This is an optimization exercise on Yosys and OpenROAD, whose aim is small area, a short achievable clock period and few clock cycles, not a production implementation. The RTL was checked by simulation tests, not by an equivalence proof against the original design. Power is estimated from default activity; no workload was simulated.

==> flow/design.v <==
package iira_pkg;
	localparam logic [2:0] OP_INS_AT    = 3'd0;
	localparam logic [2:0] OP_INS_FRONT = 3'd1;
	localparam logic [2:0] OP_INS_BACK  = 3'd2;
	localparam logic [2:0] OP_REM_AT    = 3'd3;
	localparam logic [2:0] OP_REM_FRONT = 3'd4;
	localparam logic [2:0] OP_REM_BACK  = 3'd5;
	localparam logic [2:0] OP_READ      = 3'd6;
	localparam logic [1:0] ST_OK    = 2'd0;
	localparam logic [1:0] ST_RANGE = 2'd1;
	localparam logic [1:0] ST_EMPTY = 2'd2;
	localparam logic [1:0] ST_FULL  = 2'd3;
	typedef struct packed {
		logic [2:0]         op;
		logic [6:0]         position;
		logic signed [31:0] value;
	} iira_in_t;
	typedef struct packed {
		logic [1:0]         status;
		logic signed [31:0] read_value;
		logic [6:0]         length;
	} iira_out_t;
endpackage
module iira_ram #(
	parameter int DEPTH = 64,
	parameter int AW    = 6
) (
	input  logic               clk,
	input  logic               we,
	input  logic [AW-1:0]      waddr,
	input  logic signed [31:0] wdata,
	input  logic [AW-1:0]      raddr,
	output logic signed [31:0] rdata
);
	logic signed [31:0] mem [DEPTH];
	always_ff @(posedge clk) begin
		if (we) begin
			mem[waddr] <= wdata;
		end
	end
	always_ff @(posedge clk) begin
		rdata <= mem[raddr];
	end
endmodule
import iira_pkg::*;
module indexed_insert_remove_array #(
	parameter int CAPACITY = 64
) (
	input  logic      clk,
	input  logic      arst_n,
	input  logic      start,
	input  iira_pkg::iira_in_t  cmd,
	output logic      busy,
	output logic      done,
	output iira_pkg::iira_out_t rsp
);
	localparam int AW = $clog2(CAPACITY);
	localparam int CW = $clog2(CAPACITY + 1);
	localparam int PW = ((CW > 7) ? CW : 7) + 1;
	typedef enum logic [4:0] {
		S_IDLE = 5'b00001,
		S_READ = 5'b00010,
		S_FILL = 5'b00100,
		S_UP   = 5'b01000,
		S_DN   = 5'b10000
	} state_t;
	state_t             state_q;
	logic [CW-1:0]      count_q;
	logic [AW-1:0]      ptr_q;     
	logic [AW-1:0]      stop_q;    
	logic [AW-1:0]      wa_q;      
	logic               rd_go_q;   
	logic               pend_q;    
	logic signed [31:0] val_q;
	logic [1:0]         stat_q;
	logic signed [31:0] rdv_q;
	logic               done_q;
	logic               ram_we;
	logic [AW-1:0]      ram_waddr;
	logic signed [31:0] ram_wdata;
	logic [AW-1:0]      ram_raddr;
	logic signed [31:0] ram_rdata;
	logic          accept;
	logic [PW-1:0] pos_ext;
	logic [PW-1:0] cnt_ext;
	logic [PW-1:0] ins_pos;
	logic [PW-1:0] rem_pos;
	logic          ins_grow;
	logic          ins_full;
	logic          rem_empty;
	logic          rem_bad;
	logic          rem_last;
	logic          rd_bad;
	iira_ram #(
		.DEPTH(CAPACITY),
		.AW   (AW)
	) u_ram (
		.clk  (clk),
		.we   (ram_we),
		.waddr(ram_waddr),
		.wdata(ram_wdata),
		.raddr(ram_raddr),
		.rdata(ram_rdata)
	);
	assign accept  = start && !busy;
	assign pos_ext = PW'(cmd.position);
	assign cnt_ext = PW'(count_q);
	always_comb begin
		case (cmd.op)
			OP_INS_FRONT: ins_pos = '0;
			OP_INS_BACK:  ins_pos = cnt_ext;
			default:      ins_pos = pos_ext;
		endcase
		case (cmd.op)
			OP_REM_FRONT: rem_pos = '0;
			OP_REM_BACK:  rem_pos = cnt_ext - PW'(1);
			default:      rem_pos = pos_ext;
		endcase
	end
	assign ins_grow  = ins_pos >= cnt_ext;
	assign ins_full  = ins_grow ? (ins_pos + PW'(1) > PW'(CAPACITY))
	                            : (cnt_ext + PW'(1) > PW'(CAPACITY));
	assign rem_empty = (cmd.op == OP_REM_FRONT || cmd.op == OP_REM_BACK) && count_q == '0;
	assign rem_bad   = rem_pos >= cnt_ext;
	assign rem_last  = rem_pos + PW'(1) == cnt_ext;
	assign rd_bad    = pos_ext >= cnt_ext;
	always_comb begin
		ram_we    = 1'b0;
		ram_waddr = '0;
		ram_wdata = '0;
		ram_raddr = '0;
		unique case (state_q)
			S_IDLE: begin
				ram_raddr = AW'(cmd.position);
			end
			S_READ: begin
				ram_raddr = '0;
			end
			S_FILL: begin
				ram_we    = 1'b1;
				ram_waddr = ptr_q;
				ram_wdata = (ptr_q == stop_q) ? val_q : '0;
			end
			S_UP: begin
				ram_raddr = ptr_q;
				if (pend_q) begin
					ram_we    = 1'b1;
					ram_waddr = wa_q;
					ram_wdata = ram_rdata;
				end else if (!rd_go_q) begin
					ram_we    = 1'b1;
					ram_waddr = stop_q;
					ram_wdata = val_q;
				end
			end
			S_DN: begin
				ram_raddr = ptr_q;
				if (pend_q) begin
					ram_we    = 1'b1;
					ram_waddr = wa_q;
					ram_wdata = ram_rdata;
				end
			end
			default: begin
				ram_we = 1'b0;
			end
		endcase
	end
	always_ff @(posedge clk or negedge arst_n) begin
		if (!arst_n) begin
			state_q <= S_IDLE;
			count_q <= '0;
			ptr_q   <= '0;
			stop_q  <= '0;
			wa_q    <= '0;
			rd_go_q <= 1'b0;
			pend_q  <= 1'b0;
			val_q   <= '0;
			stat_q  <= ST_OK;
			rdv_q   <= '0;
			done_q  <= 1'b0;
		end else begin
			done_q <= 1'b0;
			unique case (state_q)
				S_IDLE: begin
					if (accept) begin
						stat_q  <= ST_OK;
						rdv_q   <= '0;
						val_q   <= cmd.value;
						rd_go_q <= 1'b1;
						pend_q  <= 1'b0;
						unique case (cmd.op)
							OP_INS_AT, OP_INS_FRONT, OP_INS_BACK: begin
								if (ins_full) begin
									stat_q <= ST_FULL;
									done_q <= 1'b1;
								end else if (ins_grow) begin
									ptr_q   <= AW'(cnt_ext);
									stop_q  <= AW'(ins_pos);
									count_q <= CW'(ins_pos + PW'(1));
									state_q <= S_FILL;
								end else begin
									ptr_q   <= AW'(cnt_ext - PW'(1));
									stop_q  <= AW'(ins_pos);
									count_q <= count_q + CW'(1);
									state_q <= S_UP;
								end
							end
							OP_REM_AT, OP_REM_FRONT, OP_REM_BACK: begin
								if (rem_empty) begin
									stat_q <= ST_EMPTY;
									done_q <= 1'b1;
								end else if (rem_bad) begin
									stat_q <= ST_RANGE;
									done_q <= 1'b1;
								end else begin
									count_q <= count_q - CW'(1);
									if (rem_last) begin
										done_q <= 1'b1;
									end else begin
										ptr_q   <= AW'(rem_pos + PW'(1));
										stop_q  <= AW'(cnt_ext - PW'(1));
										state_q <= S_DN;
									end
								end
							end
							OP_READ: begin
								if (rd_bad) begin
									stat_q <= ST_RANGE;
									done_q <= 1'b1;
								end else begin
									state_q <= S_READ;
								end
							end
							default: begin
								done_q <= 1'b1;
							end
						endcase
					end
				end
				S_READ: begin
					rdv_q   <= ram_rdata;
					done_q  <= 1'b1;
					state_q <= S_IDLE;
				end
				S_FILL: begin
					ptr_q <= ptr_q + AW'(1);
					if (ptr_q == stop_q) begin
						done_q  <= 1'b1;
						state_q <= S_IDLE;
					end
				end
				S_UP: begin
					pend_q <= rd_go_q;
					if (rd_go_q) begin
						wa_q <= ptr_q + AW'(1);
						if (ptr_q == stop_q) begin
							rd_go_q <= 1'b0;
						end else begin
							ptr_q <= ptr_q - AW'(1);
						end
					end else if (!pend_q) begin
						done_q  <= 1'b1;
						state_q <= S_IDLE;
					end
				end
				S_DN: begin
					pend_q <= rd_go_q;
					if (rd_go_q) begin
						wa_q <= ptr_q - AW'(1);
						if (ptr_q == stop_q) begin
							rd_go_q <= 1'b0;
						end else begin
							ptr_q <= ptr_q + AW'(1);
						end
					end else if (!pend_q) begin
						done_q  <= 1'b1;
						state_q <= S_IDLE;
					end
				end
				default: begin
					state_q <= S_IDLE;
				end
			endcase
		end
	end
	assign busy            = state_q != S_IDLE;
	assign done            = done_q;
	assign rsp.status      = stat_q;
	assign rsp.read_value  = rdv_q;
	assign rsp.length      = 7'(count_q);
endmodule
module iira_top (
	input  logic        clk,
	input  logic        arst_n,
	input  logic        start,
	input  logic [2:0]  cmd_op,
	input  logic [6:0]  cmd_position,
	input  logic [31:0] cmd_value,
	output logic        busy,
	output logic        done,
	output logic [1:0]  rsp_status,
	output logic [31:0] rsp_read_value,
	output logic [6:0]  rsp_length
);
	indexed_insert_remove_array #(
		.CAPACITY(64)
	) u_array (
		.clk   (clk),
		.arst_n(arst_n),
		.start (start),
		.cmd   ({cmd_op, cmd_position, cmd_value}),
		.busy  (busy),
		.done  (done),
		.rsp   ({rsp_status, rsp_read_value, rsp_length})
	);
endmodule
export LEC_CHECK = 0
export CAP_MARGIN = 20
export CORE_MARGIN = 2
export CORE_UTILIZATION = 40
export SETUP_SLACK_MARGIN = 2.5
export SLEW_MARGIN = 20
create_clock -name core_clock -period 7.0 [get_ports {clk}]
run.sh (not shown) runs the stock make flow with config.mk's settings and CLKGATE_MAP_FILE= SYNTH_SCRIPT=/design/flow/synth_recipe.tcl, a recipe that flattens the netlist after the stock synthesis.
Testbench counts at the start, summed over its fixed seeds: cycles 85,568.
Edit:
Settings changed: CORE_UTILIZATION 40 to 50, CTS_CLUSTER_DIAMETER set to 70, CTS_CLUSTER_SIZE set to 20.
Synthesized cell count does not change; sequential share of layout area came out higher by 2.4 points; synthesized area is unchanged; cell area falls by a few percent.
Edit:
Settings changed: CTS_CLUSTER_DIAMETER 70 to unset, CTS_CLUSTER_SIZE 20 to unset.
Routed wire length stays flat.
Area after synthesis stays the same.
Hold slack is worse by 4.8 ps.
Worst setup slack is better by 38 ps.
Total power increases by 8.3%.
Core utilization increases by 1.7 points.
Sequential cell count stays the same.
Die area does not change.

==> port drivers added, routing unchanged <==
The flow's constraints put no driver on any port. The routed layouts listed below were extracted and timed again, unchanged, in two steps. Step 1 sets driving cells, clkbuf_16 on the clock port and buf_2 on the other inputs (assumed; they add their load-dependent delay and slew). Step 2, shift: input delay + t, output delay - t, t = (earliest + latest rising clock arrival at the registers) / 2. This alone moves slack from input paths to output paths. Three values: no drivers, after step 1, after step 2; two values: the first two.
run	shift t [ns]	setup WS [ns]	pins driven straight from the clock port
the first run	0.935	2.363 / 2.363 / 1.780	1
the second run	0.890	2.325 / 2.325 / 1.807	1
the third run	0.926	2.362 / 2.362 / 1.572	1
After both steps every run listed still meets setup and hold. For the third run, which loses most, drivers alone change the setup slack by 0.000 ns; drivers and shift together by -0.790 ns.
